Context: an optimization exercise on an open-source flow, tuned for small area and a short achievable clock period. The choices shown serve that exercise and are no tape-out recipe. Only the layout flow was run in this run; the RTL was not checked for function there. Power and IR drop assume default switching activity.

==> design/flow/design.v <==
`default_nettype none
package synth_pkg;
    localparam int FREQ_W = 16;
    localparam int ACC_W  = 24;
    localparam int REG_W  = 8;
    localparam int VIDX_W = 2;
    localparam logic [2:0] REG_FREQ_LO = 3'd0;
    localparam logic [2:0] REG_FREQ_HI = 3'd1;
    localparam logic [2:0] REG_PW      = 3'd2;
    localparam logic [2:0] REG_AD      = 3'd4;
    localparam logic [2:0] REG_SR      = 3'd5;
    localparam logic [2:0] REG_WAVE    = 3'd6;
    localparam int WAVE_GATE  = 0;
    localparam int WAVE_TRI   = 4;
    localparam int WAVE_SAW   = 5;
    localparam int WAVE_PULSE = 6;
    typedef enum logic [2:0] {
        IDLE,
        ATTACK,
        DECAY,
        SUSTAIN,
        RELEASE
    } env_state_t;
endpackage
`default_nettype wire
`timescale 1ns/1ps
`default_nettype none
module spi_voice_regs #(
    parameter int NUM_VOICES = 4
) (
    input  wire logic                         clk,
    input  wire logic                         rst_n,
    input  wire logic                         spi_clk,
    input  wire logic                         spi_cs_n,
    input  wire logic                         spi_mosi,
    output logic [NUM_VOICES-1:0][synth_pkg::FREQ_W-1:0] freq,
    output logic [NUM_VOICES-1:0][synth_pkg::REG_W-1:0] pw,
    output logic [NUM_VOICES-1:0][synth_pkg::REG_W-1:0] attack,
    output logic [NUM_VOICES-1:0][synth_pkg::REG_W-1:0] sustain,
    output logic [NUM_VOICES-1:0][synth_pkg::REG_W-1:0] wave
);
    logic sclk_s1;
    logic sclk_s2;
    logic sclk_s3;
    logic cs_n_s1;
    logic cs_n_s2;
    logic mosi_s1;
    logic mosi_s2;
    always_ff @(posedge clk or negedge rst_n) begin
        if (!rst_n) begin
            sclk_s1 <= 1'b0;
            sclk_s2 <= 1'b0;
            sclk_s3 <= 1'b0;
            cs_n_s1 <= 1'b1;
            cs_n_s2 <= 1'b1;
            mosi_s1 <= 1'b0;
            mosi_s2 <= 1'b0;
        end else begin
            sclk_s1 <= spi_clk;
            sclk_s2 <= sclk_s1;
            sclk_s3 <= sclk_s2;
            cs_n_s1 <= spi_cs_n;
            cs_n_s2 <= cs_n_s1;
            mosi_s1 <= spi_mosi;
            mosi_s2 <= mosi_s1;
        end
    end
    logic sclk_rise;
    logic cs_active;
    assign sclk_rise = sclk_s2 && !sclk_s3;
    assign cs_active = !cs_n_s2;
    logic [14:0]       rx_shift;
    logic [3:0]        bit_cnt;
    logic [15:0]       frame;
    logic              frame_done;
    logic [2:0]        addr;
    logic [synth_pkg::VIDX_W-1:0] vidx;
    logic [synth_pkg::REG_W-1:0]  data;
    always_ff @(posedge clk or negedge rst_n) begin
        if (!rst_n) begin
            rx_shift <= '0;
            bit_cnt  <= '0;
        end else if (!cs_active) begin
            rx_shift <= '0;
            bit_cnt  <= '0;
        end else if (sclk_rise) begin
            rx_shift <= {rx_shift[13:0], mosi_s2};
            bit_cnt  <= bit_cnt + 4'd1;
        end
    end
    assign frame      = {rx_shift, mosi_s2};
    assign frame_done = cs_active && sclk_rise && (bit_cnt == 4'd15);
    assign addr = frame[15:13];
    assign vidx = frame[12:11];
    assign data = frame[synth_pkg::REG_W-1:0];
    always_ff @(posedge clk or negedge rst_n) begin
        if (!rst_n) begin
            for (int v = 0; v < NUM_VOICES; v++) begin
                freq[v]    <= '0;
                pw[v]      <= '0;
                attack[v]  <= '0;
                sustain[v] <= '0;
                wave[v]    <= '0;
            end
        end else if (frame_done) begin
            for (int v = 0; v < NUM_VOICES; v++) begin
                if (vidx == synth_pkg::VIDX_W'(v)) begin
                    case (addr)
                        synth_pkg::REG_FREQ_LO: freq[v][synth_pkg::REG_W-1:0]      <= data;
                        synth_pkg::REG_FREQ_HI: freq[v][synth_pkg::FREQ_W-1:synth_pkg::REG_W] <= data;
                        synth_pkg::REG_PW:      pw[v]                   <= data;
                        synth_pkg::REG_AD:      attack[v]               <= data;
                        synth_pkg::REG_SR:      sustain[v]              <= data;
                        synth_pkg::REG_WAVE:    wave[v]                 <= data;
                        default: ;
                    endcase
                end
            end
        end
    end
endmodule
`default_nettype wire
`timescale 1ns/1ps
`default_nettype none
module sid_voice (
    input  wire logic                         clk,
    input  wire logic                         rst_n,
    input  wire logic                         sample_tick,
    input  wire logic [synth_pkg::FREQ_W-1:0] freq,
    input  wire logic [synth_pkg::REG_W-1:0]  pw,
    input  wire logic [synth_pkg::REG_W-1:0]  attack,
    input  wire logic [synth_pkg::REG_W-1:0]  sustain,
    input  wire logic [synth_pkg::REG_W-1:0]  wave,
    output logic      [synth_pkg::REG_W-1:0]  level
);
    logic [synth_pkg::ACC_W-1:0] phase;
    always_ff @(posedge clk or negedge rst_n) begin
        if (!rst_n) begin
            phase <= '0;
        end else if (sample_tick) begin
            phase <= phase + synth_pkg::ACC_W'(freq);
        end
    end
    logic [synth_pkg::REG_W-1:0] p;
    logic [synth_pkg::REG_W-1:0] saw_val;
    logic [synth_pkg::REG_W-1:0] tri_val;
    logic [synth_pkg::REG_W-1:0] pulse_val;
    logic [synth_pkg::REG_W-1:0] wave_val;
    logic             any_sel;
    assign p         = phase[synth_pkg::ACC_W-1 -: synth_pkg::REG_W];
    assign saw_val   = p;
    assign tri_val   = {p[synth_pkg::REG_W-2:0], 1'b0} ^ {synth_pkg::REG_W{p[synth_pkg::REG_W-1]}};
    assign pulse_val = (p < pw) ? '1 : '0;
    assign any_sel   = wave[synth_pkg::WAVE_SAW] | wave[synth_pkg::WAVE_TRI] | wave[synth_pkg::WAVE_PULSE];
    always_comb begin
        wave_val = '1;
        if (wave[synth_pkg::WAVE_SAW]) begin
            wave_val = wave_val & saw_val;
        end
        if (wave[synth_pkg::WAVE_TRI]) begin
            wave_val = wave_val & tri_val;
        end
        if (wave[synth_pkg::WAVE_PULSE]) begin
            wave_val = wave_val & pulse_val;
        end
        if (!any_sel) begin
            wave_val = '0;
        end
    end
    synth_pkg::env_state_t       env_state;
    synth_pkg::env_state_t       gated_state;
    synth_pkg::env_state_t       nxt_state;
    logic [synth_pkg::REG_W-1:0] env_val;
    logic [synth_pkg::REG_W-1:0] nxt_env;
    logic             gate;
    logic [synth_pkg::REG_W-1:0] atk_step;
    logic [synth_pkg::REG_W-1:0] dec_step;
    logic [synth_pkg::REG_W-1:0] rel_step;
    logic [synth_pkg::REG_W-1:0] sus_level;
    logic [synth_pkg::REG_W:0]   atk_sum;
    logic [synth_pkg::REG_W:0]   dec_floor;
    assign gate      = wave[synth_pkg::WAVE_GATE];
    assign atk_step  = synth_pkg::REG_W'(attack[3:0]) + synth_pkg::REG_W'(1);
    assign dec_step  = synth_pkg::REG_W'(attack[7:4]) + synth_pkg::REG_W'(1);
    assign rel_step  = synth_pkg::REG_W'(sustain[7:4]) + synth_pkg::REG_W'(1);
    assign sus_level = {sustain[3:0], sustain[3:0]};
    assign atk_sum   = (synth_pkg::REG_W+1)'(env_val) + (synth_pkg::REG_W+1)'(atk_step);
    assign dec_floor = (synth_pkg::REG_W+1)'(sus_level) + (synth_pkg::REG_W+1)'(dec_step);
    always_comb begin
        gated_state = env_state;
        if (gate && (env_state == synth_pkg::IDLE || env_state == synth_pkg::RELEASE)) begin
            gated_state = synth_pkg::ATTACK;
        end else if (!gate && (env_state == synth_pkg::ATTACK || env_state == synth_pkg::DECAY ||
                               env_state == synth_pkg::SUSTAIN)) begin
            gated_state = synth_pkg::RELEASE;
        end
        nxt_state = gated_state;
        nxt_env   = env_val;
        case (gated_state)
            synth_pkg::ATTACK: begin
                if (atk_sum >= (synth_pkg::REG_W+1)'(2**synth_pkg::REG_W - 1)) begin
                    nxt_env   = '1;
                    nxt_state = synth_pkg::DECAY;
                end else begin
                    nxt_env = atk_sum[synth_pkg::REG_W-1:0];
                end
            end
            synth_pkg::DECAY: begin
                if ((synth_pkg::REG_W+1)'(env_val) <= dec_floor) begin
                    nxt_env   = sus_level;
                    nxt_state = synth_pkg::SUSTAIN;
                end else begin
                    nxt_env = env_val - dec_step;
                end
            end
            synth_pkg::RELEASE: begin
                if (env_val <= rel_step) begin
                    nxt_env   = '0;
                    nxt_state = synth_pkg::IDLE;
                end else begin
                    nxt_env = env_val - rel_step;
                end
            end
            default: ;
        endcase
    end
    always_ff @(posedge clk or negedge rst_n) begin
        if (!rst_n) begin
            env_state <= synth_pkg::IDLE;
            env_val   <= '0;
        end else if (sample_tick) begin
            env_state <= nxt_state;
            env_val   <= nxt_env;
        end
    end
    logic                 tick_d1;
    logic [2*synth_pkg::REG_W-1:0]   product;
    assign product = wave_val * env_val;
    always_ff @(posedge clk or negedge rst_n) begin
        if (!rst_n) begin
            tick_d1 <= 1'b0;
            level   <= '0;
        end else begin
            tick_d1 <= sample_tick;
            if (tick_d1) begin
                level <= product[2*synth_pkg::REG_W-1:synth_pkg::REG_W];
            end
        end
    end
endmodule
`default_nettype wire
`timescale 1ns/1ps
`default_nettype none
module voice_mixer #(
    parameter int NUM_VOICES = 4,
    parameter int SAMPLE_DIV = 256,
    parameter int MIX_W      = 10
) (
    input  wire logic                        clk,
    input  wire logic                        rst_n,
    input  wire logic [NUM_VOICES-1:0][synth_pkg::REG_W-1:0] level,
    output logic                             sample_tick,
    output logic      [MIX_W-1:0]            sample,
    output logic                             sample_valid
);
    localparam int CNT_W = $clog2(SAMPLE_DIV);
    logic [CNT_W-1:0] div_cnt;
    always_ff @(posedge clk or negedge rst_n) begin
        if (!rst_n) begin
            div_cnt     <= '0;
            sample_tick <= 1'b0;
        end else if (div_cnt == CNT_W'(SAMPLE_DIV - 1)) begin
            div_cnt     <= '0;
            sample_tick <= 1'b1;
        end else begin
            div_cnt     <= div_cnt + CNT_W'(1);
            sample_tick <= 1'b0;
        end
    end
    logic             tick_d1;
    logic             tick_d2;
    logic [MIX_W-1:0] level_sum;
    always_comb begin
        level_sum = '0;
        for (int i = 0; i < NUM_VOICES; i++) begin
            level_sum = level_sum + MIX_W'(level[i]);
        end
    end
    always_ff @(posedge clk or negedge rst_n) begin
        if (!rst_n) begin
            tick_d1      <= 1'b0;
            tick_d2      <= 1'b0;
            sample_valid <= 1'b0;
            sample       <= '0;
        end else begin
            tick_d1      <= sample_tick;
            tick_d2      <= tick_d1;
            sample_valid <= tick_d2;
            if (tick_d2) begin
                sample <= level_sum;
            end
        end
    end
endmodule
`default_nettype wire
`timescale 1ns/1ps
`default_nettype none
module sid_synth_top #(
    parameter  int NUM_VOICES = 4,
    parameter  int SAMPLE_DIV = 256,
    localparam int MIX_W      = synth_pkg::REG_W + 2
) (
    input  wire logic             clk,
    input  wire logic             rst_n,
    input  wire logic             spi_clk,
    input  wire logic             spi_cs_n,
    input  wire logic             spi_mosi,
    output logic      [MIX_W-1:0] sample,
    output logic                  sample_valid
);
    logic [NUM_VOICES-1:0][synth_pkg::FREQ_W-1:0] freq;
    logic [NUM_VOICES-1:0][synth_pkg::REG_W-1:0] pw;
    logic [NUM_VOICES-1:0][synth_pkg::REG_W-1:0] attack;
    logic [NUM_VOICES-1:0][synth_pkg::REG_W-1:0] sustain;
    logic [NUM_VOICES-1:0][synth_pkg::REG_W-1:0] wave;
    logic [NUM_VOICES-1:0][synth_pkg::REG_W-1:0] level;
    logic              sample_tick;
    spi_voice_regs #(
        .NUM_VOICES (NUM_VOICES)
    ) u_regs (
        .clk      (clk),
        .rst_n    (rst_n),
        .spi_clk  (spi_clk),
        .spi_cs_n (spi_cs_n),
        .spi_mosi (spi_mosi),
        .freq     (freq),
        .pw       (pw),
        .attack   (attack),
        .sustain  (sustain),
        .wave     (wave)
    );
    for (genvar v = 0; v < NUM_VOICES; v++) begin : g_voice
        sid_voice u_voice (
            .clk         (clk),
            .rst_n       (rst_n),
            .sample_tick (sample_tick),
            .freq        (freq[v]),
            .pw          (pw[v]),
            .attack      (attack[v]),
            .sustain     (sustain[v]),
            .wave        (wave[v]),
            .level       (level[v])
        );
    end
    voice_mixer #(
        .NUM_VOICES (NUM_VOICES),
        .SAMPLE_DIV (SAMPLE_DIV),
        .MIX_W      (MIX_W)
    ) u_mixer (
        .clk          (clk),
        .rst_n        (rst_n),
        .level        (level),
        .sample_tick  (sample_tick),
        .sample       (sample),
        .sample_valid (sample_valid)
    );
endmodule
`default_nettype wire
==> design/flow/run.sh <==
#!/bin/bash
# synth_recipe.tcl (not shown) runs the flow's synth.tcl, then flattens the netlist and writes it again
# the make line also repeats each setting of config.mk as NAME=value (left out here)
make -C /OpenROAD-flow-scripts/flow DESIGN_CONFIG=/design/flow/config.mk WORK_HOME=/design/flow/orfs CLKGATE_MAP_FILE= SYNTH_SCRIPT=/design/flow/synth_recipe.tcl finish
==> design/flow/config.mk <==
export PLATFORM = sky130hd
export DESIGN_NAME = sid_synth_top
export DESIGN_NICKNAME = sid_synth_top
export VERILOG_FILES = /design/flow/design.v
export SDC_FILE = /design/flow/constraint.sdc
export NUM_CORES = 4
export LEC_CHECK = 0
export CAP_MARGIN = 20
export CORE_MARGIN = 2
export CORE_UTILIZATION = 40
export SLEW_MARGIN = 20
==> design/flow/constraint.sdc <==
create_clock -name core_clock -period 7.0 [get_ports {clk}]
set_input_delay 1.4000 -clock core_clock [delete_from_list [all_inputs] [get_ports {clk}]]
set_output_delay 1.4000 -clock core_clock [all_outputs]
set_load 0.01 [all_outputs]
==> results.yml <==
floorplan:
  initial_core_util_pct: 40.31
  floorplan.rows: 107
  design.portCount: 16
  core-area_um2: 85150
  die_area_um2: 88170
  die_h_um: 296.9
  fp.dieW_um: 296.9
finish:
  finalNonFillerCells: 4783
  antenna_cells: 0
  areaGrowthSynthToFinish_pct: 9.660
  post_route_cells_drive_above_1_share_pct: 10.61
  layout.filler_cells: 8331
  nNetsFinal: 4141
clock_network:
  cts_max_path_buffers: 3
  tritoncts.num_buffers: 48
  clock_tree.root_cell: "sky130_fd_sc_hd__clkbuf_16"
  cts_htree_levels: 2
  cts_setup_buffers: 0
  cts.repair.resized: 0
  clock-sinks: 396
  clock_tree_from_tritoncts: "done"
  clock_latency_ns: 0.62
  post_cts_hold_buffer_count: 0
  clkTransAtPathRegs_ns: 0.06
critical_path:
  worst-path-max-fanout: 8
  worst_path_dominant_cell_family: "adder cells"
  crit_arrival_ns: 6.94
  worstSetupPathType: "flop to flop"
  crit_chain: "ha_1 > a2111o_1 > a31oi_1 > o21ai_1 > a221oi_2 > and2_1 > fa_1 > fa_1 > fa_1 > inv_1 > fa_1 > inv_1 > ha_1 > a21oi_1 > nor2b_1 > nor4_1 > o31ai_2 > a22o_2 > o211a_1 > a221o_1"
  library_cell_appearing_most_often_on_the_critical_path: "sky130_fd_sc_hd__fa_1"
  cp-start-kind: "flop"
  timing.critical_path.slowest_stage_cell: "sky130_fd_sc_hd__fa_1"
  critical_path_s_largest_stage_delay_ns: 0.54
  endpoint_kind: "flop"
  worst-endpoint-required_ns: 7.50
  critical_path_buf_inv_count: 2
timing:
  report.final.slew_viol_count: 0
  setup_violations: 0
  worst-slew-pin-transition_ns: 1.172
  final_hold_viol_count: 0
  worst_slew_margin_rel_pct: 21.18
  clock.fmax_ghz: 0.1552
  finalCritPeriodShare_pct: 92.04
  grt_setup_unrepaired: "no"
  period_minus_slack_ns: 6.443
  fin_worst_skew_ns: 0.04233
  final.setup.tns_ns: 0
synthesis:
  ys_seq_area_share_pct: 28.88
  syn-instance-count: 3592
  dominantRegCellSynth: "sky130_fd_sc_hd__dfrtp_1"
  synth-async-reset-ratio_pct: 100.0
  syn_avg_cell_area_um2: 9.556
  netlist_area_before_placement_um2: 34330
  post_synth_cell_types: 91
  yosys_warnings: 3
  postSynthNetCount: 4133
  synth-edff-count: 0
  synth_seq_cells: 396
route:
  via_count: 25510
  post_drt_via_cell_ratio: 5.334
  drc_errors: 0
  final_antenna_net_count: 0
  drt_pass1_iterations: 8
  wl_per_cell_um: 17.06
  drtIter0Drc: 1469
  detail_route.wirelength_mm: 81.60
outcome:
  outcome: "timing/DRC/antenna clean"
worst_hold_path:
  worstHoldPathType: "flop to flop"
grt:
  grt.overflow.total: 0
  grt_util_all_layers_pct: 18.59
  number_of_global_route_vias_before_repair: 25440
  pin_count_of_the_biggest_net_entering_global_routing: 167
  grt_antenna_before_repair: 1
  wire_length_of_the_first_global_routing_pass_mm: 135.5
pwr:
  cellLeakagePower_uw: 0.01835
  worst_ir_drop_vdd_v: 0.0001535
  powerDensity_nw_per_um2: 135.2
place:
  weighted_congestion_at_the_end_of_routability_driven_global_placement: 0.8497
  port_bufs: 15
  placed_insts: 4692
  detailedPlacementHpwl_mm: 59.69
job:
  max_cap_violations: 0
==> final cells by class <==
class | count | area, µm² | share of cell area, %
Sequential cell | 396 | 9917 | 26.35
Timing Repair Buffer | 64 | 543.0 | 1.443
Clock inverter | 26 | 377.9 | 1.004
Inverter | 394 | 1479 | 3.929
Clock buffer | 63 | 1369 | 3.636
Tap cell | 1144 | 1431 | 3.803
Multi-Input combinational cell | 2696 | 22520 | 59.84
==> cells in the mapped netlist, drive strengths merged, types with 7 or more instances <==
cell type | number | area (µm²)
mux2i | 8 | 80.08
o211ai | 32 | 240.2
nor4b | 8 | 70.07
a21o | 53 | 397.9
and3 | 28 | 175.2
clkbuf | 88 | 330.3
or2 | 8 | 50.05
o31ai | 17 | 132.6
dfrtp | 394 | 9859
a31oi | 19 | 118.9
nand3 | 75 | 375.4
a21boi | 15 | 112.6
nor3b | 14 | 105.1
mux2 | 216 | 2432
nand3b | 8 | 60.06
a2111oi | 8 | 102.6
o21ai | 177 | 889.6
nand4b | 7 | 61.31
ha | 366 | 4579
fa | 170 | 3403
nor3 | 55 | 275.3
o21a | 53 | 397.9
a221o | 8 | 80.08
xnor2 | 169 | 1480
xor2 | 51 | 446.7
nor4 | 10 | 62.56
nand4 | 19 | 118.9
o21bai | 15 | 112.6
nand2 | 227 | 852.1
o221ai | 12 | 105.1
a211oi | 32 | 245.2
o22ai | 12 | 75.07
a221oi | 43 | 414.2
nor2 | 180 | 680.7
o2111ai | 10 | 87.58
nor2b | 64 | 400.4
or3 | 14 | 92.59
and2 | 197 | 1232
a21oi | 153 | 765.7
a311oi | 11 | 102.6
buf | 18 | 82.58
nand2b | 39 | 244.0
inv | 392 | 1471
a211o | 8 | 70.07
==> per-stage QoR <==
step	worst slack [ns]	util [%]	area [µm²]	total power, µW	hold slack, ns
2_1_floorplan	1.039	-	34330	2346	0.3312
3_5_place_dp	0.5615	42.14	35880	2411	0.3426
3_3_place_gp	0.6631	42.14	35880	2411	0.3318
6_report	0.5574	44.21	37640	5088	0.3442
4_1_cts	0.5607	44.19	37630	5168	0.3540
5_1_grt	0.2142	44.21	37640	5259	0.3542
==> flip-flops by register name, indices dropped and copies added, names as in the netlist, 4 cells and up <==
name	count
u_regs.pw	32
g_voice.u_voice.env_state	12
u_regs.wave	16
u_regs.freq	64
u_regs.attack	32
g_voice.u_voice.level	32
u_regs.bit_cnt	4
u_regs.sustain	32
g_voice.u_voice.phase	96
u_mixer.div_cnt	8
u_mixer.sample	10
g_voice.u_voice.env_val	32
u_regs.rx_shift	15
==> kinds of logic after synthesis <==
group           after synthesis  share of synthesized area [%]
simple gates                967                          14.50
buf+inv                     500                          5.511
xor+xnor                    220                          5.613
fa+ha+maj                   536                          23.26
compound gates              749                          14.92
flops                       396                          28.88
mux                         224                          7.319
==> cells in the final DEF (no fill, tap or decap), drive strengths merged, types with 10 or more instances in the layout <==
| cell | synthesis | final |
|---|---|---|
| nor2 | 180 | 180 |
| xnor2 | 169 | 169 |
| o21ai | 177 | 177 |
| nand3 | 75 | 75 |
| fa | 170 | 170 |
| buf | 18 | 48 |
| clkinv | 2 | 14 |
| nand2 | 227 | 227 |
| a31oi | 19 | 19 |
| o22ai | 12 | 12 |
| a211oi | 32 | 32 |
| o21a | 53 | 53 |
| nor2b | 64 | 64 |
| and3 | 28 | 28 |
| nand2b | 39 | 39 |
| nor3b | 14 | 14 |
| nor3 | 55 | 55 |
| a21o | 53 | 53 |
| a21boi | 15 | 15 |
| and2 | 197 | 197 |
| o31ai | 17 | 17 |
| or3 | 14 | 14 |
| ha | 366 | 366 |
| xor2 | 51 | 51 |
| mux2 | 216 | 216 |
| nand4 | 19 | 19 |
| clkdlybuf4s50 | 0 | 14 |
| a311oi | 11 | 11 |
| a221oi | 43 | 43 |
| inv | 392 | 392 |
| o21bai | 15 | 15 |
| clkbuf | 88 | 65 |
| o2111ai | 10 | 10 |
| o221ai | 12 | 12 |
| dfrtp | 394 | 394 |
| nor4 | 10 | 10 |
| o211ai | 32 | 32 |
| a21oi | 153 | 153 |
==> per-layer routing <==
layer	global-route usage (%)	wire, µm
met5	0	0
met4	4.293	1592
met3	1.799	2553
met2	30.81	37340
met1	26.20	40110
==> report_power, final <==
part	switching [µW]	total, µW	internal (µW)
Clock	1080	2720	1650
Combinational	57.2	65.1	7.83
Sequential	6.56	2300	2290
==> worst paths after layout <==
path | to | cells past startpoint | startpoint | slack [ns]
min | u_regs.cs_n_s2 | 0 | u_regs.cs_n_s1 | 0.34
min reg2reg | u_regs.cs_n_s2 | 0 | u_regs.cs_n_s1 | 0.34
max in group asynchronous | u_mixer.sample_tick | 2 | rst_n | 4.99
min in group asynchronous | g_voice[1].u_voice.env_val[3] | 1 | rst_n | 0.67
max | g_voice[3].u_voice.level[7] | 20 | g_voice[3].u_voice.phase[17] | 0.56
max reg2reg | g_voice[3].u_voice.level[7] | 20 | g_voice[3].u_voice.phase[17] | 0.56

## afterwards: timing with drivers on the ports
The flow's constraints put no driver on any port. The routed layout listed below was extracted and timed again, unchanged, in two steps.
Step 1 assumes that a clkbuf_16 drives the clock port and a buf_2 every other input.
Step 2, shift: input delay + t, output delay - t, t = (earliest + latest rising clock arrival at the registers) / 2. This alone moves slack from input paths to output paths.
a / b / c = ideal ports / drivers / drivers and shift; a / b = the first two.
t (ns): 0.667
setup slack, ns: 0.557 / 0.557 / 0.557
hold WS [ns]: 0.344 / 0.344 / 0.344
cell pins on the clock port's net: 1
After both steps setup and hold are still met in this run. The setup slack of this run moves by 0.000 ns with the drivers and by 0.000 ns with both steps.
